This design comes from an exercise in tuning for small area on the open sky130 flow, not from production work.

==> inputs of 12-15 <==
==> flow/design.v <==
`timescale 1ns/1ps
`default_nettype none
module regfile (
    input  logic        clk,
    input  logic        arst_n_i,
    input  logic [4:0]  rs_addr_i,
    input  logic [4:0]  rt_addr_i,
    input  logic        wr_en_i,
    input  logic [4:0]  wr_addr_i,
    input  logic [31:0] wr_data_i,
    input  logic        byp_rs_i,
    input  logic        byp_rt_i,
    input  logic [31:0] byp_data_i,
    output logic [31:0] rs_data_o,
    output logic [31:0] rt_data_o
);
    logic [31:0] regs [1:31];
    logic [31:1] valid;
    logic [31:1] we;
    logic [31:1] sel_rs;
    logic [31:1] sel_rt;
    always_comb begin
        for (int i = 1; i < 32; i++) begin
            we[i]     = wr_en_i && wr_addr_i == i[4:0];
            sel_rs[i] = valid[i] && !byp_rs_i && rs_addr_i == i[4:0];
            sel_rt[i] = valid[i] && !byp_rt_i && rt_addr_i == i[4:0];
        end
    end
    for (genvar b = 0; b < 32; b++) begin : g_bit
        logic [10:0] grp_rs;
        logic [10:0] grp_rt;
        for (genvar k = 0; k < 10; k++) begin : g_grp
            rf_aoi3 u_rs (
                .s0_i (sel_rs[3*k+1]), .d0_i (regs[3*k+1][b]),
                .s1_i (sel_rs[3*k+2]), .d1_i (regs[3*k+2][b]),
                .s2_i (sel_rs[3*k+3]), .d2_i (regs[3*k+3][b]),
                .y_o  (grp_rs[k])
            );
            rf_aoi3 u_rt (
                .s0_i (sel_rt[3*k+1]), .d0_i (regs[3*k+1][b]),
                .s1_i (sel_rt[3*k+2]), .d1_i (regs[3*k+2][b]),
                .s2_i (sel_rt[3*k+3]), .d2_i (regs[3*k+3][b]),
                .y_o  (grp_rt[k])
            );
        end
        assign grp_rs[10]   = !((sel_rs[31] && regs[31][b]) || (byp_rs_i && byp_data_i[b]));
        assign grp_rt[10]   = !((sel_rt[31] && regs[31][b]) || (byp_rt_i && byp_data_i[b]));
        assign rs_data_o[b] = !(&grp_rs);
        assign rt_data_o[b] = !(&grp_rt);
    end
    always_ff @(posedge clk or negedge arst_n_i) begin
        if (!arst_n_i) begin
            valid <= '0;
        end else begin
            valid <= valid | we;
        end
    end
    always_ff @(posedge clk) begin
        for (int i = 1; i < 32; i++) begin
            if (we[i]) regs[i] <= wr_data_i;
        end
    end
endmodule
module rf_aoi3 (
    input  logic s0_i,
    input  logic d0_i,
    input  logic s1_i,
    input  logic d1_i,
    input  logic s2_i,
    input  logic d2_i,
    output logic y_o
);
    assign y_o = !((s0_i && d0_i) || (s1_i && d1_i) || (s2_i && d2_i));
endmodule
`default_nettype wire
`timescale 1ns/1ps
`default_nettype none
module mips_cpu (
    input  logic        clk,
    input  logic        arst_n_i,
    input  logic [31:0] rom_data_i,
    output logic [31:0] rom_addr_o,
    output logic        rom_en_o,
    input  logic [31:0] ram_data_i,
    output logic        ram_en_o,
    output logic        ram_wr_en_o,
    output logic [31:0] ram_addr_o,
    output logic [31:0] ram_data_o
);
    localparam logic [3:0] C_NOP  = 4'h0;
    localparam logic [3:0] C_ADDU = 4'h1;
    localparam logic [3:0] C_SW   = 4'h2;
    localparam logic [3:0] C_SUBU = 4'h3;
    localparam logic [3:0] C_AND  = 4'h4;
    localparam logic [3:0] C_OR   = 4'h5;
    localparam logic [3:0] C_XOR  = 4'h6;
    localparam logic [3:0] C_NOR  = 4'h7;
    localparam logic [3:0] C_LW   = 4'h8;
    localparam logic [3:0] C_ADDI = 4'h9;
    localparam logic [3:0] C_SLT  = 4'ha;
    localparam logic [3:0] C_SLTU = 4'hb;
    localparam logic [3:0] C_ANDI = 4'hc;
    localparam logic [3:0] C_ORI  = 4'hd;
    localparam logic [3:0] C_XORI = 4'he;
    localparam logic [3:0] C_LUI  = 4'hf;
    logic        stall;
    logic        advance;
    logic [31:2] pc_q;
    logic [3:0]  cls;
    assign rom_addr_o = {pc_q, 2'b00};
    assign advance    = rom_en_o && !stall;
    always_comb begin
        cls = C_NOP;
        case (rom_data_i[31:26])
            6'h00: case (rom_data_i[5:0])
                6'h21, 6'h23, 6'h24, 6'h25, 6'h26, 6'h27, 6'h2a, 6'h2b: cls = rom_data_i[3:0];
                default: cls = C_NOP;
            endcase
            6'h09, 6'h0c, 6'h0d, 6'h0e, 6'h0f: cls = rom_data_i[29:26];
            6'h23: cls = C_LW;
            6'h2b: cls = C_SW;
            default: cls = C_NOP;
        endcase
    end
    logic [3:0]  id_cls;
    logic [4:0]  id_rs;
    logic [4:0]  id_rt;
    logic [15:0] id_imm;
    always_ff @(posedge clk or negedge arst_n_i) begin
        if (!arst_n_i) begin
            rom_en_o <= 1'b0;
            pc_q     <= '0;
            id_cls   <= C_NOP;
        end else begin
            rom_en_o <= 1'b1;
            if (advance) begin
                pc_q   <= pc_q + 30'd1;
                id_cls <= cls;
            end
        end
    end
    always_ff @(posedge clk) begin
        if (advance) begin
            id_rs  <= rom_data_i[25:21];
            id_rt  <= rom_data_i[20:16];
            id_imm <= rom_data_i[15:0];
        end
    end
    logic       id_uses_rs;
    logic       id_uses_rt;
    logic [3:0] ex_cls;
    logic [4:0] ex_rs;
    logic [4:0] ex_rt;
    logic [15:0] ex_imm;
    logic        ex_fwd_rs;
    logic        ex_fwd_rt;
    logic        ex_wr_en;
    logic [4:0]  ex_wr_addr;
    always_comb begin
        case (id_cls)
            C_NOP, C_LUI: id_uses_rs = 1'b0;
            default:      id_uses_rs = 1'b1;
        endcase
        case (id_cls)
            C_ADDU, C_SUBU, C_AND, C_OR, C_XOR, C_NOR, C_SLT, C_SLTU, C_SW: id_uses_rt = 1'b1;
            default: id_uses_rt = 1'b0;
        endcase
    end
    assign stall = ex_cls == C_LW && ex_rt != 5'd0 &&
                   ((id_uses_rs && id_rs == ex_rt) || (id_uses_rt && id_rt == ex_rt));
    always_ff @(posedge clk or negedge arst_n_i) begin
        if (!arst_n_i) begin
            ex_cls <= C_NOP;
        end else begin
            ex_cls <= stall ? C_NOP : id_cls;
        end
    end
    always_ff @(posedge clk) begin
        ex_rs     <= id_rs;
        ex_rt     <= id_rt;
        ex_imm    <= id_imm;
        ex_fwd_rs <= ex_wr_en && ex_wr_addr == id_rs;
        ex_fwd_rt <= ex_wr_en && ex_wr_addr == id_rt;
    end
    logic        mem_wr_en;
    logic        mem_is_load;
    logic        mem_is_store;
    logic [4:0]  mem_wr_addr;
    logic [31:0] mem_result;
    logic [31:0] mem_st_data;
    logic [31:0] wb_data;
    logic        is_rtype;
    logic [31:0] rs_val;
    logic [31:0] rt_val;
    logic [31:0] op_b;
    logic        sub;
    logic [33:0] sum_ext;
    logic [31:0] sum;
    logic        lt_s;
    logic        lt_u;
    logic [31:0] result;
    regfile u_regfile (
        .clk       (clk),
        .arst_n_i  (arst_n_i),
        .rs_addr_i (ex_rs),
        .rt_addr_i (ex_rt),
        .wr_en_i   (mem_wr_en),
        .wr_addr_i (mem_wr_addr),
        .wr_data_i (wb_data),
        .byp_rs_i  (ex_fwd_rs),
        .byp_rt_i  (ex_fwd_rt),
        .byp_data_i(wb_data),
        .rs_data_o (rs_val),
        .rt_data_o (rt_val)
    );
    always_comb begin
        case (ex_cls)
            C_ADDU, C_SUBU, C_AND, C_OR, C_XOR, C_NOR, C_SLT, C_SLTU: is_rtype = 1'b1;
            default: is_rtype = 1'b0;
        endcase
        case (ex_cls)
            C_SUBU, C_SLT, C_SLTU: sub = 1'b1;
            default:               sub = 1'b0;
        endcase
        case (ex_cls)
            C_ANDI, C_ORI, C_XORI: op_b = {16'h0000, ex_imm};
            default: op_b = is_rtype ? rt_val : {{16{ex_imm[15]}}, ex_imm};
        endcase
    end
    assign sum_ext = {1'b0, rs_val, 1'b1} + {1'b0, op_b ^ {32{sub}}, sub};
    assign sum     = sum_ext[32:1];
    assign lt_u    = !sum_ext[33];
    assign lt_s    = (rs_val[31] ^ op_b[31]) ? rs_val[31] : sum[31];
    always_comb begin
        case (ex_cls)
            C_AND, C_ANDI: result = rs_val & op_b;
            C_OR, C_ORI:   result = rs_val | op_b;
            C_XOR, C_XORI: result = rs_val ^ op_b;
            C_NOR:         result = ~(rs_val | op_b);
            C_SLT:         result = {31'b0, lt_s};
            C_SLTU:        result = {31'b0, lt_u};
            C_LUI:         result = {ex_imm, 16'h0000};
            default:       result = sum;
        endcase
    end
    assign ex_wr_addr = is_rtype ? ex_imm[15:11] : ex_rt;
    assign ex_wr_en   = !(ex_cls == C_NOP || ex_cls == C_SW) && ex_wr_addr != 5'd0;
    always_ff @(posedge clk or negedge arst_n_i) begin
        if (!arst_n_i) begin
            mem_wr_en    <= 1'b0;
            mem_is_load  <= 1'b0;
            mem_is_store <= 1'b0;
        end else begin
            mem_wr_en    <= ex_wr_en;
            mem_is_load  <= ex_cls == C_LW;
            mem_is_store <= ex_cls == C_SW;
        end
    end
    always_ff @(posedge clk) begin
        mem_wr_addr <= ex_wr_addr;
        mem_result  <= result;
        mem_st_data <= rt_val;
    end
    assign wb_data = mem_is_load ? ram_data_i : mem_result;
    assign ram_en_o    = mem_is_load || mem_is_store;
    assign ram_wr_en_o = mem_is_store;
    assign ram_addr_o  = mem_result;
    assign ram_data_o  = mem_st_data;
endmodule
`default_nettype wire
==> flow/run.sh <==
#!/bin/bash
# synth_recipe.tcl (not shown) runs the flow's synth.tcl, then flattens the netlist and writes it again
# the make line also repeats each setting of config.mk as NAME=value (left out here)
make -C /OpenROAD-flow-scripts/flow DESIGN_CONFIG=/design/flow/config.mk WORK_HOME=/design/flow/orfs CLKGATE_MAP_FILE= SYNTH_SCRIPT=/design/flow/synth_recipe.tcl finish
==> flow/config.mk <==
export PLATFORM = sky130hd
export DESIGN_NAME = mips_cpu
export DESIGN_NICKNAME = mips_cpu
export VERILOG_FILES = /design/flow/design.v
export SDC_FILE = /design/flow/constraint.sdc
export NUM_CORES = 4
export LEC_CHECK = 0
export CAP_MARGIN = 20
export CORE_MARGIN = 2
export CORE_UTILIZATION = 50
export CTS_BUF_LIST = sky130_fd_sc_hd__clkbuf_16
export CTS_CLUSTER_DIAMETER = 100
export CTS_CLUSTER_SIZE = 20
export GPL_TIMING_DRIVEN = 0
export PLACE_DENSITY = 0.6
export SLEW_MARGIN = 20
export SYNTH_HIERARCHICAL = 1
==> flow/constraint.sdc <==
create_clock -name core_clock -period 6.0 [get_ports {clk}]
set_input_delay 1.2000 -clock core_clock [delete_from_list [all_inputs] [get_ports {clk}]]
set_output_delay 1.2000 -clock core_clock [all_outputs]
set_load 0.01 [all_outputs]
==> 07-09 (differences from 12-15) <==
==> flow/design.v, changed modules only <==
module regfile (
    input  logic        clk,
    input  logic        arst_n_i,
    input  logic [4:0]  rs_addr_i,
    input  logic [4:0]  rt_addr_i,
    input  logic        wr_en_i,
    input  logic [4:0]  wr_addr_i,
    input  logic [31:0] wr_data_i,
    output logic [31:0] rs_data_o,
    output logic [31:0] rt_data_o
);
    logic [31:0] regs [1:31];
    logic [31:1] valid;
    logic [31:1] we;
    logic [31:1] sel_rs;
    logic [31:1] sel_rt;
    always_comb begin
        rs_data_o = '0;
        rt_data_o = '0;
        for (int i = 1; i < 32; i++) begin
            we[i]     = wr_en_i && wr_addr_i == i[4:0];
            sel_rs[i] = valid[i] && rs_addr_i == i[4:0];
            sel_rt[i] = valid[i] && rt_addr_i == i[4:0];
            rs_data_o = rs_data_o | ({32{sel_rs[i]}} & regs[i]);
            rt_data_o = rt_data_o | ({32{sel_rt[i]}} & regs[i]);
        end
    end
    always_ff @(posedge clk or negedge arst_n_i) begin
        if (!arst_n_i) begin
            valid <= '0;
        end else begin
            valid <= valid | we;
        end
    end
    always_ff @(posedge clk) begin
        for (int i = 1; i < 32; i++) begin
            if (we[i]) regs[i] <= wr_data_i;
        end
    end
endmodule
module mips_cpu (
    input  logic        clk,
    input  logic        arst_n_i,
    input  logic [31:0] rom_data_i,
    output logic [31:0] rom_addr_o,
    output logic        rom_en_o,
    input  logic [31:0] ram_data_i,
    output logic        ram_en_o,
    output logic        ram_wr_en_o,
    output logic [31:0] ram_addr_o,
    output logic [31:0] ram_data_o
);
    localparam logic [3:0] C_NOP  = 4'h0;
    localparam logic [3:0] C_ADDU = 4'h1;
    localparam logic [3:0] C_SW   = 4'h2;
    localparam logic [3:0] C_SUBU = 4'h3;
    localparam logic [3:0] C_AND  = 4'h4;
    localparam logic [3:0] C_OR   = 4'h5;
    localparam logic [3:0] C_XOR  = 4'h6;
    localparam logic [3:0] C_NOR  = 4'h7;
    localparam logic [3:0] C_LW   = 4'h8;
    localparam logic [3:0] C_ADDI = 4'h9;
    localparam logic [3:0] C_SLT  = 4'ha;
    localparam logic [3:0] C_SLTU = 4'hb;
    localparam logic [3:0] C_ANDI = 4'hc;
    localparam logic [3:0] C_ORI  = 4'hd;
    localparam logic [3:0] C_XORI = 4'he;
    localparam logic [3:0] C_LUI  = 4'hf;
    logic        stall;
    logic        advance;
    logic [31:2] pc_q;
    logic [3:0]  cls;
    assign rom_addr_o = {pc_q, 2'b00};
    assign advance    = rom_en_o && !stall;
    always_comb begin
        cls = C_NOP;
        case (rom_data_i[31:26])
            6'h00: case (rom_data_i[5:0])
                6'h21, 6'h23, 6'h24, 6'h25, 6'h26, 6'h27, 6'h2a, 6'h2b: cls = rom_data_i[3:0];
                default: cls = C_NOP;
            endcase
            6'h09, 6'h0c, 6'h0d, 6'h0e, 6'h0f: cls = rom_data_i[29:26];
            6'h23: cls = C_LW;
            6'h2b: cls = C_SW;
            default: cls = C_NOP;
        endcase
    end
    logic [3:0]  id_cls;
    logic [4:0]  id_rs;
    logic [4:0]  id_rt;
    logic [15:0] id_imm;
    always_ff @(posedge clk or negedge arst_n_i) begin
        if (!arst_n_i) begin
            rom_en_o <= 1'b0;
            pc_q     <= '0;
            id_cls   <= C_NOP;
        end else begin
            rom_en_o <= 1'b1;
            if (advance) begin
                pc_q   <= pc_q + 30'd1;
                id_cls <= cls;
            end
        end
    end
    always_ff @(posedge clk) begin
        if (advance) begin
            id_rs  <= rom_data_i[25:21];
            id_rt  <= rom_data_i[20:16];
            id_imm <= rom_data_i[15:0];
        end
    end
    logic       id_uses_rs;
    logic       id_uses_rt;
    logic [3:0] ex_cls;
    logic [4:0] ex_rs;
    logic [4:0] ex_rt;
    logic [15:0] ex_imm;
    always_comb begin
        case (id_cls)
            C_NOP, C_LUI: id_uses_rs = 1'b0;
            default:      id_uses_rs = 1'b1;
        endcase
        case (id_cls)
            C_ADDU, C_SUBU, C_AND, C_OR, C_XOR, C_NOR, C_SLT, C_SLTU, C_SW: id_uses_rt = 1'b1;
            default: id_uses_rt = 1'b0;
        endcase
    end
    assign stall = ex_cls == C_LW && ex_rt != 5'd0 &&
                   ((id_uses_rs && id_rs == ex_rt) || (id_uses_rt && id_rt == ex_rt));
    always_ff @(posedge clk or negedge arst_n_i) begin
        if (!arst_n_i) begin
            ex_cls <= C_NOP;
        end else begin
            ex_cls <= stall ? C_NOP : id_cls;
        end
    end
    always_ff @(posedge clk) begin
        ex_rs  <= id_rs;
        ex_rt  <= id_rt;
        ex_imm <= id_imm;
    end
    logic [3:0]  mem_cls;
    logic [4:0]  mem_rs;
    logic [4:0]  mem_rt;
    logic [15:0] mem_imm;
    always_ff @(posedge clk or negedge arst_n_i) begin
        if (!arst_n_i) begin
            mem_cls <= C_NOP;
        end else begin
            mem_cls <= ex_cls;
        end
    end
    always_ff @(posedge clk) begin
        mem_rs  <= ex_rs;
        mem_rt  <= ex_rt;
        mem_imm <= ex_imm;
    end
    logic        is_rtype;
    logic        wr_en;
    logic [4:0]  wr_addr;
    logic [31:0] wr_data;
    logic [31:0] rs_val;
    logic [31:0] rt_val;
    logic [31:0] op_b;
    logic        sub;
    logic [33:0] sum_ext;
    logic [31:0] sum;
    logic        lt_s;
    logic        lt_u;
    logic [31:0] result;
    regfile u_regfile (
        .clk       (clk),
        .arst_n_i  (arst_n_i),
        .rs_addr_i (mem_rs),
        .rt_addr_i (mem_rt),
        .wr_en_i   (wr_en),
        .wr_addr_i (wr_addr),
        .wr_data_i (wr_data),
        .rs_data_o (rs_val),
        .rt_data_o (rt_val)
    );
    always_comb begin
        case (mem_cls)
            C_ADDU, C_SUBU, C_AND, C_OR, C_XOR, C_NOR, C_SLT, C_SLTU: is_rtype = 1'b1;
            default: is_rtype = 1'b0;
        endcase
        case (mem_cls)
            C_SUBU, C_SLT, C_SLTU: sub = 1'b1;
            default:               sub = 1'b0;
        endcase
        case (mem_cls)
            C_ANDI, C_ORI, C_XORI: op_b = {16'h0000, mem_imm};
            default: op_b = is_rtype ? rt_val : {{16{mem_imm[15]}}, mem_imm};
        endcase
    end
    assign sum_ext = {1'b0, rs_val, 1'b1} + {1'b0, op_b ^ {32{sub}}, sub};
    assign sum     = sum_ext[32:1];
    assign lt_u    = !sum_ext[33];
    assign lt_s    = (rs_val[31] ^ op_b[31]) ? rs_val[31] : sum[31];
    always_comb begin
        case (mem_cls)
            C_AND, C_ANDI: result = rs_val & op_b;
            C_OR, C_ORI:   result = rs_val | op_b;
            C_XOR, C_XORI: result = rs_val ^ op_b;
            C_NOR:         result = ~(rs_val | op_b);
            C_SLT:         result = {31'b0, lt_s};
            C_SLTU:        result = {31'b0, lt_u};
            C_LUI:         result = {mem_imm, 16'h0000};
            default:       result = sum;
        endcase
    end
    assign wr_en   = !(mem_cls == C_NOP || mem_cls == C_SW);
    assign wr_addr = is_rtype ? mem_imm[15:11] : mem_rt;
    assign wr_data = (mem_cls == C_LW) ? ram_data_i : result;
    assign ram_en_o    = mem_cls == C_LW || mem_cls == C_SW;
    assign ram_wr_en_o = mem_cls == C_SW;
    assign ram_addr_o  = sum;
    assign ram_data_o  = rt_val;
endmodule
// module rf_aoi3 removed
CORE_UTILIZATION = 40   (was 50)
CTS_BUF_LIST = not set   (was sky130_fd_sc_hd__clkbuf_16)
CTS_CLUSTER_DIAMETER = not set   (was 100)
CTS_CLUSTER_SIZE = not set   (was 20)
GPL_TIMING_DRIVEN = not set   (was 0)
PLACE_DENSITY = not set   (was 0.6)
SYNTH_HIERARCHICAL = not set   (was 1)
==> summary.txt <==
postcts setup bufs=77; Fail Reasons=negative setup slack; status=complete, but fails checks; dpl cells=6230; endpoints failing setup=27; PnR worst setup slack=-0.8040 ns; Initial Util=40.25%
[end of results for 07-09]
==> summary.txt <==
Initial Util=50.20%; Fail Reasons=negative setup slack; status=complete, but fails checks; postcts setup bufs=11; endpoints failing setup=2; PnR worst setup slack=-0.09290 ns; dpl cells=4792
[end of results for 12-15]
Function was not checked in any run of this note: the RTL went through the layout flow alone.

==> what the ideal ports hide <==
The flow's constraints put no driver on any port. The routed layouts listed below were extracted and timed again, unchanged, in two steps.
Step 1: set_driving_cell puts a clkbuf_16 on clk and a buf_2 on each other input, an assumption about the parent block.
Step 2 moves the port delays by t, midway between the first and last clock arrival at a register: inputs arrive t later, outputs are due t later. That takes back most of the time a late clock gives input paths.
a / b / c = ideal / step 1 / step 2; a / b = the first two.
run	t, ns	setup slack, ns	hold WS [ns]	pins driven straight from the clock port
12-15	0.750	-0.093 / -0.093 / -0.218	0.346 / 0.346 / 0.346	1
07-09	0.848	-0.804 / -0.882 / -0.034	0.323 / 0.305 / 0.323	1
The setup slack of 12-15, which loses most, moves by 0.000 ns with the drivers and by -0.125 ns with both steps.
